Background: an optimization exercise with open tools, aiming at small area. Do not read the settings as production practice.
At most, simulation tests tie the RTL to the original design; equivalence was not proved.
Power and IR drop assume default switching activity. No driver is modelled on the clock port, so clocking that relies on it looks cheaper here than on a real chip.

==> flow/design.v (excerpt) <==
module delay_increment_comparator #(
  parameter int DW_INTEGER  = 18,
  parameter int DW_FRACTION = 8,
  parameter int DW_DELAY    = 12,
  parameter int N_HALF      = 32
) (
  input  logic                                    clk,
  input  logic                                    rst,
  input  logic                                    configure,
  input  logic signed [DW_INTEGER+DW_FRACTION:0]  term_pos_n,
  input  logic signed [DW_INTEGER+DW_FRACTION:0]  term_neg_n,
  input  logic                                    term_ready,
  output logic                                    term_ack,
  output logic        [DW_DELAY-1:0]              delay_pos,
  output logic        [DW_DELAY-1:0]              delay_neg,
  output logic        [4:0]                       elem_idx,
  output logic        [15:0]                      point_idx,
  output logic                                    out_valid,
  input  logic                                    out_ready,
  output logic                                    overflow
);
Size: about 3200 cells after synthesis, ~2600 flip-flops, roughly 110 I/O pins, ~0.083 sq mm of cells after synthesis.
==> flow/config.mk <==
export PLATFORM = sky130hd
export DESIGN_NAME = delay_increment_comparator
export DESIGN_NICKNAME = delay_increment_comparator
export VERILOG_FILES = /design/flow/design.v
export SDC_FILE = /design/flow/constraint.sdc
export NUM_CORES = 4
export LEC_CHECK = 0
export CAP_MARGIN = 20
export CORE_MARGIN = 2
export CORE_UTILIZATION = 70
export CTS_CLUSTER_DIAMETER = 80
export CTS_CLUSTER_SIZE = 30
export PLACE_DENSITY = 0.75
export SLEW_MARGIN = 20
==> flow/constraint.sdc <==
create_clock -name core_clock -period 10.0 [get_ports {clk}]
set_input_delay 2.0000 -clock core_clock [delete_from_list [all_inputs] [get_ports {clk}]]
set_output_delay 2.0000 -clock core_clock [all_outputs]
set_load 0.01 [all_outputs]
standard.sh (not shown) runs the stock make flow with config.mk's settings and CLKGATE_MAP_FILE= SYNTH_SCRIPT=/design/flow/synth_recipe.tcl, a recipe that flattens the netlist after the stock synthesis.
==> flow/flow/run.sh <==
#!/bin/bash
# Own layout flow: the standard flow (standard.sh, unchanged synthesis) with
# smaller port buffers and a clock tree without dummy loads.
set -euo pipefail
cd "$(dirname "$0")/.."
CTS="-sink_clustering_enable -repair_clock_nets -sink_clustering_size ${CTS_SIZE:-30} -sink_clustering_max_diameter ${CTS_DIAM:-80} -dont_use_dummy_load"
bash standard.sh \
  "BUFFER_PORTS_ARGS=-buffer_cell sky130_fd_sc_hd__buf_1" \
  "CTS_ARGS=$CTS" \
  finish > standard.log 2>&1
The first run went through all stages and came out clean.
Then changed:
--- a/flow/flow/run.sh
+++ b/flow/flow/run.sh
@@ -6 +6 @@
-CTS="-sink_clustering_enable -repair_clock_nets -sink_clustering_size ${CTS_SIZE:-30} -sink_clustering_max_diameter ${CTS_DIAM:-80} -dont_use_dummy_load"
+CTS="-sink_clustering_enable -repair_clock_nets -sink_clustering_size 19 -sink_clustering_max_diameter 65 -buf_list sky130_fd_sc_hd__clkbuf_8 -dont_use_dummy_load"
--- a/flow/config.mk
+++ b/flow/config.mk
@@ -8 +8 @@
-export CAP_MARGIN = 20
+export CAP_MARGIN = 5
@@ -10 +10 @@
-export CORE_UTILIZATION = 70
+export CORE_UTILIZATION = 66
@@ -13,2 +13,2 @@
-export PLACE_DENSITY = 0.75
-export SLEW_MARGIN = 20
+export PLACE_DENSITY = 0.72
+export SLEW_MARGIN = 5
Effect: Setup slack improved by 61 ps; die area climbs by a few percent; maximum frequency grows slightly; clock skew came out lower by 21 ps; register-to-register slack is better by 300 ps; global-route usage falls by 2.2 points; via count falls slightly; first-iteration DRC count grows by a few percent; worst hold slack is worse by 17 ps.
Then changed:
--- a/flow/flow/run.sh
+++ b/flow/flow/run.sh
@@ -6 +6 @@
-CTS="-sink_clustering_enable -repair_clock_nets -sink_clustering_size 19 -sink_clustering_max_diameter 65 -buf_list sky130_fd_sc_hd__clkbuf_8 -dont_use_dummy_load"
+CTS="-sink_clustering_enable -repair_clock_nets -sink_clustering_size 18 -sink_clustering_max_diameter 60 -buf_list sky130_fd_sc_hd__clkbuf_8 -dont_use_dummy_load"
--- a/flow/config.mk
+++ b/flow/config.mk
@@ -8 +8 @@
-export CAP_MARGIN = 5
+export CAP_MARGIN = 20
@@ -10 +10 @@
-export CORE_UTILIZATION = 66
+export CORE_UTILIZATION = 70
@@ -13,2 +13,2 @@
-export PLACE_DENSITY = 0.72
-export SLEW_MARGIN = 5
+export PLACE_DENSITY = 0.75
+export SLEW_MARGIN = 20
Result: The changed run completed with no timing, DRC or antenna violations; power grows by about 0.43%; worst hold slack got worse by 8.3 ps; final area hardly moves; setup slack got worse by 12 ps; die area shrinks by about 5.7%; critical path depth shrinks by 3; via count grows by 0.56%; wire length grows by 1.7%; final cell count shrinks by about 2.2%; flip-flop and latch count does not change.


job 3803:
Another version of the RTL of delay_increment_comparator (not shown whole).
Size in the first run: ~2600 flip-flops, roughly 110 I/O pins.
## delay_increment_comparator
module delay_increment_comparator #(
  parameter int DW_INTEGER  = 18,
  parameter int DW_FRACTION = 8,
  parameter int DW_DELAY    = 12,
  parameter int N_HALF      = 32
) (
  input  logic                                    clk,
  input  logic                                    rst,
  input  logic                                    configure,
  input  logic signed [DW_INTEGER+DW_FRACTION:0]  term_pos_n,
  input  logic signed [DW_INTEGER+DW_FRACTION:0]  term_neg_n,
  input  logic                                    term_ready,
  output logic                                    term_ack,
  output logic        [DW_DELAY-1:0]              delay_pos,
  output logic        [DW_DELAY-1:0]              delay_neg,
  output logic        [4:0]                       elem_idx,
  output logic        [15:0]                      point_idx,
  output logic                                    out_valid,
  input  logic                                    out_ready,
  output logic                                    overflow
);
clock: 10.0 ns
lec_check: 0
cap_margin: 20
core_margin: 2
core_utilization: 70
cts_cluster_diameter: 100
cts_cluster_size: 25
place_density: 0.75
slew_margin: 20
run.sh (not shown) runs the stock make flow with config.mk's settings and CLKGATE_MAP_FILE= SYNTH_SCRIPT=/design/flow/synth_recipe.tcl, a recipe that flattens the netlist after the stock synthesis.
Stock flow here: none of the scripts above is used.
> inputs changed (job 3803 -> job 2888)
Settings: a change of CORE_UTILIZATION from 70 to 80; a change of PLACE_DENSITY from 0.75 to 0.85; a change of CTS_CLUSTER_SIZE from 25 to 30.
[summary]
Vertical die dimension: job 2888 < job 3803. Cell row count (job 2888 vs. job 3803) decreases by a few percent. Job 2888 never completed; the flow aborted with a tool error in global routing (5_1_grt). Job 2888: area of placed instances lower than job 3803. Compared with job 3803, job 2888 shows a higher initial cell density of the core. Job 3803 → job 2888: number of cells in the design after placement fell by 230, chip width fell by 6.4%, routability congestion estimate from global placement rose by about 0.75%, HPWL reported at the end of detailed placement rose by about 20%, number of buffers created by CTS fell by 18.
Input-level comparison between job 6759 and job 2888:
Settings: PLACE_DENSITY removed (was 0.85); CTS_CLUSTER_DIAMETER removed (was 100); CORE_UTILIZATION changed from 80 to 50; CTS_CLUSTER_SIZE removed (was 30).
[summary]
- Job 6759 completed end to end with timing, DRC and antenna clean.
- Sum of net half-perimeters after detailed placement for job 6759: 18000 µm down relative to job 2888
- In the flow results for job 2888 and job 6759, the placed instance count is smaller on job 2888.
- [job 6759] maximum buffer depth of the clock tree rose 1 relative to job 2888
- Compared with job 2888, in job 6759 synthesized netlist cell count has remained practically unchanged, initial core utilization has decreased.
- Compared with job 2888, job 6759 shows a die span in x that is about 26% higher.
- As of job 6759, placement row count had risen by more than a quarter compared to job 2888.
- Relative to job 2888, number of buffers inserted during clock tree synthesis has increased by 180 in job 6759.


Another version of the RTL of delay_increment_comparator (not shown whole).
For scale: ~3800 cells after synthesis, about 110 I/O pins, about 86000 sq um of cells after synthesis.
## delay_increment_comparator
module delay_increment_comparator #(
  parameter int DW_INTEGER  = 18,
  parameter int DW_FRACTION = 8,
  parameter int DW_DELAY    = 12,
  parameter int N_HALF      = 32
) (
  input  logic                                    clk,
  input  logic                                    rst,
  input  logic                                    configure,
  input  logic signed [DW_INTEGER+DW_FRACTION:0]  term_pos_n,
  input  logic signed [DW_INTEGER+DW_FRACTION:0]  term_neg_n,
  input  logic                                    term_ready,
  output logic                                    term_ack,
  output logic        [DW_DELAY-1:0]              delay_pos,
  output logic        [DW_DELAY-1:0]              delay_neg,
  output logic        [4:0]                       elem_idx,
  output logic        [15:0]                      point_idx,
  output logic                                    out_valid,
  input  logic                                    out_ready,
  output logic                                    overflow
);
  localparam int TW = DW_INTEGER + DW_FRACTION + 1;
  localparam int AW = TW + 2;
  localparam int EW = AW + DW_DELAY;    
  localparam logic [1:0] S_IDLE = 2'd0, S_CAPTURE = 2'd1, S_UPDATE = 2'd2, S_OUTPUT = 2'd3;
  ...
Settings: LEC_CHECK=0, CAP_MARGIN=20, CORE_MARGIN=2, CORE_UTILIZATION=70, CTS_CLUSTER_DIAMETER=80, CTS_CLUSTER_SIZE=30, PLACE_DENSITY=0.75, SLEW_MARGIN=20; clock period 10.0 ns.
Next try:
CORE_UTILIZATION = 75   (was 70)
CTS_CLUSTER_DIAMETER = 100   (was 80)
CTS_CLUSTER_SIZE = 25   (was 30)
PLACE_DENSITY = 0.8   (was 0.75)
The new run went through all stages and came out clean.
Critical path depth goes down by 1.
Flip-flop and latch count does not change.
Area after synthesis does not change.
Cell area stays flat.
Cell count went down by 1.7%.
Clock-buffer cell count grows by 15.
No functional check of the RTL was part of any run of this note.


## try-indigo
The RTL this note starts from:
==> flow/design.v <==
`timescale 1ns/1ps
module delay_increment_comparator #(
  parameter int DW_INTEGER  = 18,
  parameter int DW_FRACTION = 8,
  parameter int DW_DELAY    = 12,
  parameter int N_HALF      = 32
) (
  input  logic                                    clk,
  input  logic                                    rst,
  input  logic                                    configure,
  input  logic signed [DW_INTEGER+DW_FRACTION:0]  term_pos_n,
  input  logic signed [DW_INTEGER+DW_FRACTION:0]  term_neg_n,
  input  logic                                    term_ready,
  output logic                                    term_ack,
  output logic        [DW_DELAY-1:0]              delay_pos,
  output logic        [DW_DELAY-1:0]              delay_neg,
  output logic        [4:0]                       elem_idx,
  output logic        [15:0]                      point_idx,
  output logic                                    out_valid,
  input  logic                                    out_ready,
  output logic                                    overflow
);
  localparam int TW = DW_INTEGER + DW_FRACTION + 1;
  localparam int AW = TW + 2;
  localparam int EW = AW + DW_DELAY;    
  localparam int HW = AW - DW_FRACTION;
  logic                wait_q;
  logic                term_ack_q;
  logic                out_valid_q;
  logic                overflow_q;
  logic                first_q;
  logic [4:0]          elem_q;
  logic [15:0]         point_q;
  logic [EW-1:0]       ring_pos [N_HALF];
  logic [EW-1:0]       ring_neg [N_HALF-1];
  logic                take;
  logic                is_center;
  logic [EW-1:0]       sum_pos, sum_neg;
  logic [EW-1:0]       nrm_pos, nrm_neg;
  logic                ovf_pos, ovf_neg;
  function automatic logic [AW:0] ripple(input logic [AW-1:0] a, input logic [AW-1:0] b,
                                         input logic cin, input int w);
    logic c;
    ripple = '0;
    c = cin;
    for (int i = 0; i < w; i++) begin
      ripple[i] = a[i] ^ b[i] ^ c;
      c         = (a[i] & b[i]) | (c & (a[i] ^ b[i]));
    end
    ripple[w] = c;
  endfunction
  localparam int SPLIT = 18;
  function automatic logic [EW-1:0] accum(input logic [EW-1:0] cur, input logic first,
                                          input logic [TW-1:0] term);
    logic [EW-1:0]       h;
    logic [AW-1:0]       t, s;
    logic [AW:0]         lo, up;
    logic                p;
    h  = first ? '0 : cur;
    t  = {{(AW-TW){term[TW-1]}}, term};
    lo = ripple(h[AW-1:0], t, 1'b0, SPLIT);
    up = ripple(AW'(h[AW-1:SPLIT]), AW'(t[AW-1:SPLIT]), 1'b0, AW - SPLIT);
    s[SPLIT-1:0] = lo[SPLIT-1:0];
    p = 1'b1;
    for (int i = SPLIT; i < AW; i++) begin
      s[i] = up[i-SPLIT] ^ (lo[SPLIT] & p);
      p    = p & up[i-SPLIT];
    end
    accum = {h[EW-1:AW], s};
  endfunction
  localparam int CW = DW_DELAY + 1;
  function automatic logic [EW:0] settle(input logic [EW-1:0] cur);
    logic [DW_DELAY-1:0]  cnt, cnt_nx;
    logic [HW-1:0]        hi, rem;
    logic [AW:0]          d, o;
    logic                 neg, big, ge, ov, b;
    cnt   = cur[EW-1:AW];
    hi    = cur[AW-1:DW_FRACTION];
    neg   = hi[HW-1];
    big   = |hi[HW-2:CW];
    d     = ripple(AW'(hi[CW-1:1]), AW'(~cnt), hi[0], DW_DELAY);
    ge    = ~neg & (big | d[DW_DELAY]);
    rem    = hi;
    rem[0] = hi[0] ^ ge;
    if (ge) rem[CW-1:1] = d[DW_DELAY-1:0];
    b     = 1'b1;
    for (int i = CW; i < HW; i++) begin
      rem[i] = hi[i] ^ (ge & ~d[DW_DELAY] & b);
      b      = b & ~hi[i];
    end
    b = 1'b1;
    for (int i = 0; i < DW_DELAY; i++) begin
      cnt_nx[i] = cnt[i] ^ (ge & b);
      b         = b & cnt[i];
    end
    o     = ripple(AW'(hi[CW:2]), AW'(~cnt), 1'b0, DW_DELAY);
    ov    = ~neg & ((&cnt) ? big : ((|hi[HW-2:CW+1]) | o[DW_DELAY]));
    settle = {ge & ov, cnt_nx, rem, cur[DW_FRACTION-1:0]};
  endfunction
  assign take      = wait_q && term_ready && !rst && !configure;
  assign is_center = (elem_q == 5'd0);
  always_comb begin
    sum_pos            = accum(~ring_pos[0], first_q, term_pos_n);
    sum_neg            = accum(~ring_neg[0], first_q, term_neg_n);
    {ovf_pos, nrm_pos} = settle(ring_pos[N_HALF-1]);
    {ovf_neg, nrm_neg} = settle(ring_neg[N_HALF-2]);
  end
  always_ff @(posedge clk) begin
    if (take) begin
      for (int i = 0; i < N_HALF - 2; i++) ring_pos[i] <= ring_pos[i+1];
      ring_pos[N_HALF-2] <= ~nrm_pos;
      ring_pos[N_HALF-1] <= sum_pos;
    end
  end
  always_ff @(posedge clk) begin
    if (take && !is_center) begin
      for (int i = 0; i < N_HALF - 3; i++) ring_neg[i] <= ring_neg[i+1];
      ring_neg[N_HALF-3] <= ~nrm_neg;
      ring_neg[N_HALF-2] <= sum_neg;
    end
  end
  always_ff @(posedge clk) begin
    if (rst || configure) begin
      first_q <= 1'b1;
    end else if (take && elem_q == 5'(N_HALF - 1)) begin
      first_q <= 1'b0;
    end
  end
  always_ff @(posedge clk) begin
    if (rst || configure) begin
      wait_q      <= ~rst;
      term_ack_q  <= 1'b0;
      out_valid_q <= 1'b0;
      overflow_q  <= 1'b0;
      elem_q      <= '0;
      point_q     <= '0;
    end else begin
      if (wait_q && term_ready) begin
        wait_q     <= 1'b0;
        term_ack_q <= 1'b1;
      end
      if (term_ack_q) begin
        term_ack_q  <= 1'b0;
        out_valid_q <= 1'b1;
        overflow_q  <= overflow_q | ovf_pos | (~is_center & ovf_neg);
      end
      if (out_valid_q && out_ready) begin
        out_valid_q <= 1'b0;
        wait_q      <= 1'b1;
        if (elem_q == 5'(N_HALF - 1)) begin
          elem_q  <= '0;
          point_q <= point_q + 16'd1;
        end else begin
          elem_q  <= elem_q + 5'd1;
        end
      end
    end
  end
  assign term_ack  = term_ack_q;
  assign out_valid = out_valid_q;
  assign overflow  = overflow_q;
  assign delay_pos = nrm_pos[EW-1:AW];
  assign delay_neg = is_center ? nrm_pos[EW-1:AW] : nrm_neg[EW-1:AW];
  assign elem_idx  = elem_q;
  assign point_idx = point_q;
endmodule
Settings: LEC_CHECK=0, CAP_MARGIN=5, CORE_MARGIN=2, CORE_UTILIZATION=70, CTS_CLUSTER_DIAMETER=80, CTS_CLUSTER_SIZE=30, PLACE_DENSITY=0.72, SLEW_MARGIN=5; clock period 10.0 ns.
standard.sh (not shown) runs the stock make flow with config.mk's settings and CLKGATE_MAP_FILE= SYNTH_SCRIPT=/design/flow/synth_recipe.tcl, a recipe that flattens the netlist after the stock synthesis.
==> flow/flow/run.sh <==
#!/bin/bash
# Own layout flow: the standard flow (standard.sh, unchanged synthesis) with
# smaller port buffers and a clock tree without dummy loads.
set -euo pipefail
cd "$(dirname "$0")/.."
CTS="-sink_clustering_enable -repair_clock_nets -sink_clustering_size 19 -sink_clustering_max_diameter 65 -buf_list sky130_fd_sc_hd__clkbuf_8 -dont_use_dummy_load"
bash standard.sh \
  "BUFFER_PORTS_ARGS=-buffer_cell sky130_fd_sc_hd__buf_1" \
  "CTS_ARGS=$CTS" \
  finish > standard.log 2>&1
Changes in try-cedar relative to try-indigo:
Settings: PLACE_DENSITY changed from 0.72 to 0.75; GPL_TIMING_DRIVEN newly set to 0.
==> comparison <==
Compared to try-indigo, try-cedar shows a narrower setup margin. Sequential share of layout area: try-cedar < try-indigo. Between try-cedar and try-indigo, the number of vias per cell after detailed routing does not differ in any meaningful way. try-cedar vs. try-indigo: count of clock buffers in the final design fell by 0.64%; final cell count rose by 79; met2 demand-to-capacity share in global routing rose by 1.6 points; via count rose by about 1.4%. For post-layout total power, try-cedar and try-indigo come out practically identical. In try-cedar the critical path depth turned out 3 higher than in try-indigo. try-cedar does worse than try-indigo on detailed placement HPWL. Of the two values seen for cell type of the slowest stage on the worst timing path, sky130_fd_sc_hd__edfxtp_1 was produced by try-cedar and sky130_fd_sc_hd__fa_1 by try-indigo.
Input changes introduced in try-willow (baseline for comparison: try-cedar):
Settings: GPL_TIMING_DRIVEN removed (was 0).
- try-willow vs. try-cedar: clock power held; count of non-CTS inverters in the layout did not really move; non-clock buffer share of cell area -1.5 points; clock latency reported for the late side of the worst-skew pair did not really move; routed wire length fell about 2.5%.
- Timing, DRC, antenna: 0 failures across try-willow and try-cedar

-- afterwards: timing with drivers on the ports --
How much do the figures lean on ideal ports? The routed layouts below were timed once more, with nothing changed but the port constraints. Step 1 assumes that a clkbuf_16 drives the clock port and a buf_2 every other input. Step 2 times the ports against the registers' clock, not the clock port: input delays grow and output delays shrink by t, the midpoint of the rising clock arrivals with the driver on. Slacks: ideal / step 1 / step 2; pairs: ideal / step 1.
run | t, ns | setup slack, ns | worst hold slack (ns)
the first run of note 1 | 0.748 | 0.232 / 0.153 / -0.099 | 0.371 / 0.371 / 0.371
the second run of note 1 | 0.924 | 0.294 / 0.225 / 0.300 | 0.354 / 0.354 / 0.354
the third run of note 1 | 0.883 | 0.282 / 0.208 / 0.064 | 0.346 / 0.346 / 0.346
job 3803 | 0.814 | 2.242 / 2.293 / 1.479 | 0.402 / 0.402 / 0.402
job 6759 | 0.943 | 2.174 / 2.230 / 1.287 | 0.385 / 0.385 / 0.385
the first run of note 3 | 0.791 | 1.119 / 1.164 / 0.373 | 0.393 / 0.393 / 0.393
the second run of note 3 | 0.819 | 0.534 / 0.579 / -0.240 | 0.396 / 0.396 / 0.396
try-indigo | 0.905 | 0.278 / 0.204 / -0.058 | 0.390 / 0.390 / 0.390
try-cedar | 0.902 | 0.159 / 0.083 / -0.473 | 0.394 / 0.394 / 0.394
try-willow | 0.899 | 0.295 / 0.222 / -0.095 | 0.365 / 0.365 / 0.365
Met with ideal ports but missed after step 2: setup timing in 5 of these runs. For job 6759, which loses most, drivers alone change the setup slack by +0.056 ns; drivers and shift together by -0.887 ns.
